Source: an optimization exercise on an open RTL-to-GDS flow (aim: small area, a short achievable clock period and few clock cycles per item). Production flows keep margins and buffers that such runs may drop. Where RTL was checked, it was by simulation tests only, not by an equivalence proof against the original. No activity file was given, so power comes from the tool's default toggle rates.

==> flow/design.v <==
`timescale 1ns / 1ps
package stfm_pkg;
  localparam int FREQ_W   = 26;
  localparam int TIME_W   = 32;
  localparam int MODE_LSB = 3;
  localparam logic [FREQ_W-1:0] FREQ_MAX = {FREQ_W{1'b1}};
  typedef enum logic [1:0] {
    CMD_WRITE = 2'd0,
    CMD_SYNC  = 2'd1,
    CMD_RESET = 2'd2,
    CMD_NOP   = 2'd3
  } cmd_code_t;
  typedef struct packed {
    logic [1:0]        command;
    logic [7:0]        latch_data;
    logic [TIME_W-1:0] cycle_time;
  } cmd_t;
  typedef struct packed {
    logic [FREQ_W-1:0] tone_frequency;
    logic [7:0]        latch_value;
    logic [1:0]        video_mode;
  } res_t;
  typedef struct packed {
    logic done;
    logic saturated;
  } div_status_t;
endpackage
`timescale 1ns / 1ps
`timescale 1ns / 1ps
module speaker_tone_frequency_meter_top #(
  parameter int CYCLES_PER_SECOND = 3546900
) (
  input  logic            clk,
  input  logic            rst,
  input  logic            cmd_valid,
  output logic            cmd_stall,
  input  logic [1:0]      cmd_command,
  input  logic [7:0]      cmd_latch_data,
  input  logic [31:0]     cmd_cycle_time,
  output logic            res_valid,
  input  logic            res_stall,
  output logic [25:0]     res_tone_frequency,
  output logic [7:0]      res_latch_value,
  output logic [1:0]      res_video_mode
);
  localparam int FW = stfm_pkg::FREQ_W;
  localparam int TW = stfm_pkg::TIME_W;
  localparam int PW = 59;
  localparam int LW = FW + 1;
  localparam int NW = 53;
  localparam int SK = 8;
  localparam logic [NW-1:0] HALF_RATE = NW'(CYCLES_PER_SECOND / 2);
  localparam logic [NW-1:0] P_LAST    = NW'((64'(CYCLES_PER_SECOND / 2) << TW) -
                                            64'(CYCLES_PER_SECOND / 2));
  logic [7:0]     latch_byte;
  logic [TW-1:0]  last_toggle_time;
  logic [PW-1:0]  prod;
  logic [TW-1:0]  gap_acc;
  logic [FW-1:0]  frequency_reg;
  logic           rv;
  logic           busy;
  logic           fix;
  logic           hold;
  logic           gcalc;
  logic           chk;
  logic           sat;
  logic [4:0]     cnt;
  logic           accept;
  logic           acc_w;
  logic           acc_s;
  logic           acc_r;
  logic           tog;
  logic           toggle;
  logic           t_nz;
  logic           back;
  logic [TW:0]    shifted;
  logic [TW:0]    add_b;
  logic           add_c;
  logic [TW+2:0]  add_w;
  logic [TW+1:0]  add_s;
  logic           ge;
  logic [TW-1:0]  rem_next;
  logic [TW+SK:0] g_or;
  logic           skip;
  logic           eligible;
  assign cmd_stall          = hold | (rv & res_stall);
  assign accept             = cmd_valid & ~cmd_stall;
  assign toggle             = cmd_latch_data[0] ^ latch_byte[0];
  assign t_nz               = (last_toggle_time != '0);
  assign back               = cmd_cycle_time < last_toggle_time;
  assign res_valid          = rv;
  assign res_tone_frequency = frequency_reg;
  assign res_latch_value    = latch_byte;
  assign res_video_mode     = latch_byte[stfm_pkg::MODE_LSB +: 2];
  assign shifted  = prod[PW-1:LW-1];
  always_comb begin
    if (gcalc) begin
      add_b = {1'b0, last_toggle_time};
      add_c = 1'b1;
    end else if (busy) begin
      add_b = ~shifted;
      add_c = 1'b0;
    end else if (fix) begin
      add_b = ~{last_toggle_time, 1'b0};
      add_c = 1'b1;
    end else begin
      add_b = {last_toggle_time, 1'b0};
      add_c = 1'b0;
    end
  end
  assign add_w    = {2'b0, gap_acc, 1'b1} + {1'b0, add_b, add_c};
  assign add_s    = add_w[TW+2:1];
  assign ge       = ~add_s[TW+1];
  assign rem_next = ge ? ~add_s[TW-1:0] : shifted[TW-1:0];
  always_comb begin
    g_or = '0;
    for (int i = TW - 1; i >= 0; i--) g_or[i] = g_or[i+1] | gap_acc[i];
  end
  assign skip     = (cnt > 5'(SK)) && g_or[SK] && ((prod[PW-1:LW] & ~g_or[TW+SK:SK+1]) == '0);
  assign eligible = t_nz && (prod >= PW'(2 * HALF_RATE));
  assign acc_w = accept && (cmd_command == 2'd0);
  assign acc_s = accept && (cmd_command == 2'd1);
  assign acc_r = accept && (cmd_command == 2'd2);
  assign tog   = acc_w && toggle;
  always_ff @(posedge clk) begin
    if (rst) begin
      latch_byte       <= '0;
      last_toggle_time <= '0;
      frequency_reg    <= '0;
      rv               <= 1'b0;
      busy             <= 1'b0;
      fix              <= 1'b0;
      hold             <= 1'b0;
      gcalc            <= 1'b0;
      chk              <= 1'b0;
      sat              <= 1'b0;
    end else begin
      if (rv && !res_stall) rv <= 1'b0;
      if (fix) begin
        fix  <= 1'b0;
        hold <= 1'b0;
      end
      if (accept) begin
        rv <= 1'b1;
      end
      if (acc_w) begin
        latch_byte <= cmd_latch_data;
      end
      if (tog) begin
        last_toggle_time <= cmd_cycle_time;
        if (t_nz && back) begin
          fix  <= 1'b1;
          hold <= 1'b1;
        end
      end
      if (acc_s) begin
        if (eligible) begin
          busy  <= 1'b1;
          hold  <= 1'b1;
          gcalc <= 1'b1;
          rv    <= 1'b0;
        end else begin
          last_toggle_time <= '0;
          frequency_reg    <= '0;
        end
      end
      if (gcalc) begin
        last_toggle_time <= '0;
        gcalc            <= 1'b0;
        chk              <= 1'b1;
      end
      if (acc_r) begin
        latch_byte       <= '0;
        last_toggle_time <= '0;
        frequency_reg    <= '0;
      end
      sat <= 1'b0;
      if (busy && !gcalc) begin
        chk <= 1'b0;
        sat <= chk && ge;
        if (chk && gap_acc == '0) begin
          frequency_reg <= '0;
          busy          <= 1'b0;
          hold          <= 1'b0;
          rv            <= 1'b1;
        end else if (sat) begin
          frequency_reg <= stfm_pkg::FREQ_MAX;
          busy          <= 1'b0;
          hold          <= 1'b0;
          rv            <= 1'b1;
        end else if (cnt == 5'd1) begin
          frequency_reg <= {prod[FW-2:0], ge};
          busy          <= 1'b0;
          hold          <= 1'b0;
          rv            <= 1'b1;
        end
      end
    end
  end
  always_ff @(posedge clk) begin
    if (tog && !t_nz) begin
      prod    <= '0;
      gap_acc <= ~cmd_cycle_time;
    end else begin
      if (tog) begin
        prod[NW-1:0] <= (prod[NW-1:0] == P_LAST) ? '0 : prod[NW-1:0] + HALF_RATE;
      end else if (busy && !gcalc) begin
        if (skip) begin
          prod <= {prod[PW-SK-1:0], SK'(0)};
        end else begin
          prod <= {rem_next, prod[LW-2:0], ge};
        end
      end
      if ((tog && back) || fix || gcalc) begin
        gap_acc <= add_s[TW-1:0];
      end
    end
    if (!busy || gcalc) begin
      cnt <= 5'(LW);
    end else if (skip) begin
      cnt <= cnt - 5'(SK);
    end else begin
      cnt <= cnt - 5'd1;
    end
  end
endmodule
clock: 8.0 ns
lec_check: 0
cap_margin: 20
core_margin: 2
core_utilization: 40
setup_slack_margin: 4.5
slew_margin: 20
run.sh (not shown) runs the stock make flow with config.mk's settings and CLKGATE_MAP_FILE= SYNTH_SCRIPT=/design/flow/synth_recipe.tcl, a recipe that flattens the netlist after the stock synthesis.
Testbench counts at the start, summed over its fixed seeds: cycles 14,295, items 8,330.
Then changed:
--- a/flow/design.v
+++ b/flow/design.v
@@ -45,11 +45,12 @@
 );
   localparam int FW = stfm_pkg::FREQ_W;
   localparam int TW = stfm_pkg::TIME_W;
-  localparam int PW = 59;
+  localparam int PW = 60;
   localparam int LW = FW + 1;
   localparam int NW = 53;
   localparam int SK = 8;
   localparam logic [NW-1:0] HALF_RATE = NW'(CYCLES_PER_SECOND / 2);
+  localparam int KB = $clog2(CYCLES_PER_SECOND / 2 + 1);
   localparam logic [NW-1:0] P_LAST    = NW'((64'(CYCLES_PER_SECOND / 2) << TW) -
                                             64'(CYCLES_PER_SECOND / 2));
   logic [7:0]     latch_byte;
@@ -73,13 +74,14 @@
   logic           toggle;
   logic           t_nz;
   logic           back;
-  logic [TW:0]    shifted;
-  logic [TW:0]    add_b;
+  logic           neg;
+  logic [TW+1:0]  shifted;
+  logic [TW+1:0]  add_b;
   logic           add_c;
   logic [TW+2:0]  add_w;
   logic [TW+1:0]  add_s;
   logic           ge;
-  logic [TW-1:0]  rem_next;
+  logic [TW:0]    rem_next;
   logic [TW+SK:0] g_or;
   logic           skip;
   logic           eligible;
@@ -92,32 +94,34 @@
   assign res_tone_frequency = frequency_reg;
   assign res_latch_value    = latch_byte;
   assign res_video_mode     = latch_byte[stfm_pkg::MODE_LSB +: 2];
+  assign neg      = prod[PW-1];
   assign shifted  = prod[PW-1:LW-1];
   always_comb begin
     if (gcalc) begin
-      add_b = {1'b0, last_toggle_time};
+      add_b = {2'b0, last_toggle_time};
       add_c = 1'b1;
     end else if (busy) begin
-      add_b = ~shifted;
+      add_b = shifted ^ {(TW+2){!neg}};
       add_c = 1'b0;
     end else if (fix) begin
-      add_b = ~{last_toggle_time, 1'b0};
+      add_b = ~{1'b0, last_toggle_time, 1'b0};
       add_c = 1'b1;
     end else begin
-      add_b = {last_toggle_time, 1'b0};
+      add_b = {1'b0, last_toggle_time, 1'b0};
       add_c = 1'b0;
     end
   end
-  assign add_w    = {2'b0, gap_acc, 1'b1} + {1'b0, add_b, add_c};
+  assign add_w    = {2'b0, gap_acc, 1'b1} + {add_b, add_c};
   assign add_s    = add_w[TW+2:1];
-  assign ge       = ~add_s[TW+1];
-  assign rem_next = ge ? ~add_s[TW-1:0] : shifted[TW-1:0];
+  assign rem_next = add_s[TW:0] ^ {(TW+1){!neg}};
+  assign ge       = !rem_next[TW];
   always_comb begin
     g_or = '0;
     for (int i = TW - 1; i >= 0; i--) g_or[i] = g_or[i+1] | gap_acc[i];
   end
-  assign skip     = (cnt > 5'(SK)) && g_or[SK] && ((prod[PW-1:LW] & ~g_or[TW+SK:SK+1]) == '0);
-  assign eligible = t_nz && (prod >= PW'(2 * HALF_RATE));
+  assign skip     = (cnt > 5'(SK)) && g_or[SK] && !neg &&
+                    ((prod[PW-2:LW] & ~g_or[TW+SK:SK+1]) == '0);
+  assign eligible = t_nz && (prod[PW-1:KB] != '0);
   assign acc_w = accept && (cmd_command == 2'd0);
   assign acc_s = accept && (cmd_command == 2'd1);
   assign acc_r = accept && (cmd_command == 2'd2);
Result:
- non-clock buffer count goes up by 23
- hold slack improved by 0.029 ns
- routed wire length climbs by 6.8%
- die area went up by 3.4%
- total power grows by about 20%
- fmax fell by 3.9%
The RTL of the second run of this note was laid out without a check of its function.


## old
Another version of the RTL of speaker_tone_frequency_meter_top (not shown whole).
Size in the first run: roughly 1,600 cells after synthesis, ~170 flip-flops, ~84 I/O pins.
==> module speaker_tone_frequency_meter_top, before the edit <==
module speaker_tone_frequency_meter_top #(
  parameter int CYCLES_PER_SECOND = 3546900
) (
  input  logic            clk,
  input  logic            rst,
  input  logic            cmd_valid,
  output logic            cmd_stall,
  input  logic [1:0]      cmd_command,
  input  logic [7:0]      cmd_latch_data,
  input  logic [31:0]     cmd_cycle_time,
  output logic            res_valid,
  input  logic            res_stall,
  output logic [25:0]     res_tone_frequency,
  output logic [7:0]      res_latch_value,
  output logic [1:0]      res_video_mode
);
  localparam int FW = stfm_pkg::FREQ_W;
  localparam int TW = stfm_pkg::TIME_W;
  localparam int PW = 59;
  localparam int LW = FW + 1;
  localparam int NW = 53;
  localparam int SK = 8;
  localparam logic [NW-1:0] HALF_RATE = NW'(CYCLES_PER_SECOND / 2);
  localparam int KB = $clog2(CYCLES_PER_SECOND / 2 + 1);
  localparam logic [NW-1:0] P_LAST    = NW'((64'(CYCLES_PER_SECOND / 2) << TW) -
                                            64'(CYCLES_PER_SECOND / 2));
  logic [7:0]     latch_byte;
  logic [TW-1:0]  last_toggle_time;
  logic [PW-1:0]  prod;
  logic [TW-1:0]  gap_acc;
  logic [FW-1:0]  frequency_reg;
  logic           rv;
  logic           busy;
  logic           fix;
  logic           hold;
  logic           gcalc;
  logic           chk;
  logic           sat;
  logic [4:0]     cnt;
  logic           accept;
  logic           acc_w;
  logic           acc_s;
  logic           acc_r;
  logic           tog;
  logic           toggle;
  logic           t_nz;
  logic           t_nz_d;
  logic           back;
  logic [TW:0]    shifted;
  logic [TW:0]    add_b;
  logic           add_c;
  logic [TW+2:0]  add_w;
  logic [TW+1:0]  add_s;
  logic           ge;
  logic [TW-1:0]  rem_next;
  logic [TW+SK:0] g_or;
  logic           skip;
  logic           eligible;
  assign cmd_stall          = hold | (rv & res_stall);
  assign accept             = cmd_valid & ~cmd_stall;
  assign toggle             = cmd_latch_data[0] ^ latch_byte[0];
  assign t_nz               = t_nz_d;
  assign back               = cmd_cycle_time < last_toggle_time;
  assign res_valid          = rv;
  assign res_tone_frequency = frequency_reg;
  assign res_latch_value    = latch_byte;
  assign res_video_mode     = latch_byte[stfm_pkg::MODE_LSB +: 2];
  assign shifted  = prod[PW-1:LW-1];
  always_comb begin
    if (gcalc) begin
      add_b = {1'b0, last_toggle_time};
      add_c = 1'b1;
    end else if (busy) begin
      add_b = ~shifted;
      add_c = 1'b0;
    end else if (fix) begin
      add_b = ~{last_toggle_time, 1'b0};
      add_c = 1'b1;
    end else begin
      add_b = {last_toggle_time, 1'b0};
      add_c = 1'b0;
    end
  end
  assign add_w    = {2'b0, gap_acc, 1'b1} + {1'b0, add_b, add_c};
  assign add_s    = add_w[TW+2:1];
  assign ge       = ~add_s[TW+1];
  assign rem_next = ge ? ~add_s[TW-1:0] : shifted[TW-1:0];
  always_comb begin
    g_or = '0;
    for (int i = TW - 1; i >= 0; i--) g_or[i] = g_or[i+1] | gap_acc[i];
  end
  assign skip     = (cnt > 5'(SK)) && g_or[SK] && ((prod[PW-1:LW] & ~g_or[TW+SK:SK+1]) == '0);
  assign eligible = t_nz && (prod[PW-1:KB] != '0);
  assign acc_w = accept && (cmd_command == 2'd0);
  assign acc_s = accept && (cmd_command == 2'd1);
  assign acc_r = accept && (cmd_command == 2'd2);
  assign tog   = acc_w && toggle;
  always_ff @(posedge clk) begin
    if (rst) begin
      latch_byte       <= '0;
      t_nz_d           <= 1'b0;
      frequency_reg    <= '0;
      rv               <= 1'b0;
      busy             <= 1'b0;
      fix              <= 1'b0;
      hold             <= 1'b0;
      gcalc            <= 1'b0;
      chk              <= 1'b0;
      sat              <= 1'b0;
    end else begin
      if (rv && !res_stall) rv <= 1'b0;
      if (fix) begin
        fix  <= 1'b0;
        hold <= 1'b0;
      end
      if (accept) begin
        rv <= 1'b1;
      end
      if (acc_w) begin
        latch_byte <= cmd_latch_data;
      end
      if (tog) begin
        t_nz_d           <= (cmd_cycle_time != '0);
        if (t_nz && back) begin
          fix  <= 1'b1;
          hold <= 1'b1;
        end
      end
      if (acc_s) begin
        if (eligible) begin
          busy  <= 1'b1;
          hold  <= 1'b1;
          gcalc <= 1'b1;
          rv    <= 1'b0;
        end else begin
          t_nz_d           <= 1'b0;
          frequency_reg    <= '0;
        end
      end
      if (gcalc) begin
        t_nz_d           <= 1'b0;
        gcalc            <= 1'b0;
        chk              <= 1'b1;
      end
      if (acc_r) begin
        latch_byte       <= '0;
        t_nz_d           <= 1'b0;
        frequency_reg    <= '0;
      end
      sat <= 1'b0;
      if (busy && !gcalc) begin
        chk <= 1'b0;
        sat <= chk && ge;
        if (chk && gap_acc == '0) begin
          frequency_reg <= '0;
          busy          <= 1'b0;
          hold          <= 1'b0;
          rv            <= 1'b1;
        end else if (sat) begin
          frequency_reg <= stfm_pkg::FREQ_MAX;
          busy          <= 1'b0;
          hold          <= 1'b0;
          rv            <= 1'b1;
        end else if (cnt == 5'd1) begin
          frequency_reg <= {prod[FW-2:0], ge};
          busy          <= 1'b0;
          hold          <= 1'b0;
          rv            <= 1'b1;
        end
      end
    end
  end
  always_ff @(posedge clk) begin
    if (tog) begin
      last_toggle_time <= cmd_cycle_time;
    end
    if (tog && !t_nz) begin
      prod    <= '0;
      gap_acc <= ~cmd_cycle_time;
    end else begin
      if (tog) begin
        prod[NW-1:0] <= (prod[NW-1:0] == P_LAST) ? '0 : prod[NW-1:0] + HALF_RATE;
      end else if (busy && !gcalc) begin
        if (skip) begin
          prod <= {prod[PW-SK-1:0], SK'(0)};
        end else begin
          prod <= {rem_next, prod[LW-2:0], ge};
        end
      end
      if ((tog && back) || fix || gcalc) begin
        gap_acc <= add_s[TW-1:0];
      end
    end
    if (!busy || gcalc) begin
      cnt <= 5'(LW);
    end else if (skip) begin
      cnt <= cnt - 5'(SK);
    end else begin
      cnt <= cnt - 5'd1;
    end
  end
endmodule
clock: 8.0 ns
lec_check: 0
cap_margin: 20
core_margin: 2
core_utilization: 40
setup_slack_margin: 4.0
slew_margin: 20
standard.sh (not shown) runs the stock make flow with config.mk's settings and CLKGATE_MAP_FILE= SYNTH_SCRIPT=/design/flow/synth_recipe.tcl, a recipe that flattens the netlist after the stock synthesis.
==> flow/flow/run.sh <==
#!/bin/bash
# The standard layout, with plain buffers (buf_2) as the port buffers that
# global placement inserts. Make's full output goes to make.log here; each
# ORFS step keeps its own log under orfs/logs/.
set -euo pipefail
bash standard.sh "BUFFER_PORTS_ARGS=-buffer_cell sky130_fd_sc_hd__buf_2" finish > make.log 2>&1
Testbench counts of old, summed over its fixed seeds: cycles 14,295, items 8,330.
What new does differently from old at the input level:
-- flow/design.v --
<<< old, line 61
  logic           rv;
  logic           busy;
  logic           fix;
  logic           hold;
>>> new, line 61
  logic           rv;
  logic           busy;
  logic           div;
  logic           fix;
  logic           hold;
<<< old, line 83
  logic           ge;
  logic [TW-1:0]  rem_next;
  logic [TW+SK:0] g_or;
  logic           skip;
  logic           eligible;
  assign cmd_stall          = hold | (rv & res_stall);
>>> new, line 84
  logic           ge;
  logic [TW-1:0]  rem_next;
  logic [TW+SK:0] g_or;   
  logic           skip;
  logic           skip2;
  logic           eligible;
  assign cmd_stall          = hold | (rv & res_stall);
<<< old, line 100
      add_b = {1'b0, last_toggle_time};
      add_c = 1'b1;
    end else if (busy) begin
      add_b = ~shifted;
      add_c = 1'b0;
>>> new, line 102
      add_b = {1'b0, last_toggle_time};
      add_c = 1'b1;
    end else if (div) begin
      add_b = ~shifted;
      add_c = 1'b0;
<<< old, line 120
  end
  assign skip     = (cnt > 5'(SK)) && g_or[SK] && ((prod[PW-1:LW] & ~g_or[TW+SK:SK+1]) == '0);
  assign eligible = t_nz && (prod[PW-1:KB] != '0);
  assign acc_w = accept && (cmd_command == 2'd0);
>>> new, line 122
  end
  assign skip     = (cnt > 5'(SK)) && g_or[SK] && ((prod[PW-1:LW] & ~g_or[TW+SK:SK+1]) == '0);
  assign skip2    = (cnt > 5'd2) && g_or[2] && ((prod[PW-1:LW] & ~g_or[TW+2:3]) == '0);
  assign eligible = t_nz && (prod[PW-1:KB] != '0);
  assign acc_w = accept && (cmd_command == 2'd0);
<<< old, line 132
      rv               <= 1'b0;
      busy             <= 1'b0;
      fix              <= 1'b0;
      hold             <= 1'b0;
>>> new, line 135
      rv               <= 1'b0;
      busy             <= 1'b0;
      div              <= 1'b0;
      fix              <= 1'b0;
      hold             <= 1'b0;
<<< old, line 170
        t_nz_d           <= 1'b0;
        gcalc            <= 1'b0;
        chk              <= 1'b1;
      end
>>> new, line 174
        t_nz_d           <= 1'b0;
        gcalc            <= 1'b0;
        div              <= 1'b1;
        chk              <= 1'b1;
      end
<<< old, line 178
      end
      sat <= 1'b0;
      if (busy && !gcalc) begin
        chk <= 1'b0;
        sat <= chk && ge;
>>> new, line 183
      end
      sat <= 1'b0;
      if (div) begin
        chk <= 1'b0;
        sat <= chk && ge;
<<< old, line 184
          frequency_reg <= '0;
          busy          <= 1'b0;
          hold          <= 1'b0;
          rv            <= 1'b1;
>>> new, line 189
          frequency_reg <= '0;
          busy          <= 1'b0;
          div           <= 1'b0;
          hold          <= 1'b0;
          rv            <= 1'b1;
<<< old, line 189
          frequency_reg <= stfm_pkg::FREQ_MAX;
          busy          <= 1'b0;
          hold          <= 1'b0;
          rv            <= 1'b1;
>>> new, line 195
          frequency_reg <= stfm_pkg::FREQ_MAX;
          busy          <= 1'b0;
          div           <= 1'b0;
          hold          <= 1'b0;
          rv            <= 1'b1;
<<< old, line 194
          frequency_reg <= {prod[FW-2:0], ge};
          busy          <= 1'b0;
          hold          <= 1'b0;
          rv            <= 1'b1;
>>> new, line 201
          frequency_reg <= {prod[FW-2:0], ge};
          busy          <= 1'b0;
          div           <= 1'b0;
          hold          <= 1'b0;
          rv            <= 1'b1;
<<< old, line 210
      if (tog) begin
        prod[NW-1:0] <= (prod[NW-1:0] == P_LAST) ? '0 : prod[NW-1:0] + HALF_RATE;
      end else if (busy && !gcalc) begin
        if (skip) begin
          prod <= {prod[PW-SK-1:0], SK'(0)};
        end else begin
          prod <= {rem_next, prod[LW-2:0], ge};
>>> new, line 218
      if (tog) begin
        prod[NW-1:0] <= (prod[NW-1:0] == P_LAST) ? '0 : prod[NW-1:0] + HALF_RATE;
      end else if (div) begin
        if (skip) begin
          prod <= {prod[PW-SK-1:0], SK'(0)};
        end else if (skip2) begin
          prod <= {prod[PW-3:0], 2'b0};
        end else begin
          prod <= {rem_next, prod[LW-2:0], ge};
<<< old, line 221
      end
    end
    if (!busy || gcalc) begin
      cnt <= 5'(LW);
    end else if (skip) begin
      cnt <= cnt - 5'(SK);
    end else begin
      cnt <= cnt - 5'd1;
>>> new, line 231
      end
    end
    if (!div) begin
      cnt <= 5'(LW);
    end else if (skip) begin
      cnt <= cnt - 5'(SK);
    end else if (skip2) begin
      cnt <= cnt - 5'd2;
    end else begin
      cnt <= cnt - 5'd1;
Notes after the runs:
Taking old as the reference point, the largest fanout on the critical path of new falls by 16. Comparing new and old, the lower transition time of the tightest slew-check pin was measured on new. From old to new the numbers moved as follows: worst hold slack grew by 0.018 ns; fraction of power consumed by the clock network grew by 0.8 points; path depth of the worst reg2reg path grew by 2. Per the comparison of new with old, fraction of standard cell area that is sequential has decreased, total of cells resized after clock tree synthesis has decreased, post-route clock period utilization has increased. Relative to old, the non-filler instance count after layout of new is higher by about 8%. Lower worst slew slack as a fraction of its limit was reported by old, not new. new vs old, inverter count of the layout excluding clock inverters went up by 4.7%.
Function not checked in new: the RTL went through the layout flow alone.

==> afterwards: timing with drivers on the ports <==
The results above use ideal ports. As a check the final layouts listed here were re-extracted and re-timed, cells and wires unchanged.
Step 1 sets driving cells, clkbuf_16 on the clock port and buf_2 on the other inputs (assumed; they add their load-dependent delay and slew).
Step 2 moves the port delays by t, midway between the first and last clock arrival at a register: inputs arrive t later, outputs are due t later. That takes back most of the time a late clock gives input paths.
a / b / c = ideal ports / drivers / drivers and shift; a / b = the first two.
run | t (ns) | setup slack, ns | clock arrival spread, ns | worst slew at a driven data input, ns | pins driven straight from the clock port
the first run of note 1 | 0.513 | 4.367 / 4.367 / 4.088 | 0.018 / 0.018 | 0.04 | 1
the second run of note 1 | 0.511 | 4.221 / 4.244 / 3.733 | 0.022 / 0.022 | 0.05 | 1
old | 0.496 | 4.182 / 4.178 / 3.724 | 0.016 / 0.017 | 0.03 | 1
new | 0.497 | 4.104 / 4.104 / 3.683 | 0.014 / 0.015 | 0.03 | 1
After both steps setup and hold are still met in every run listed. For the second run of note 1, which loses most, drivers alone change the setup slack by +0.023 ns; drivers and shift together by -0.488 ns.
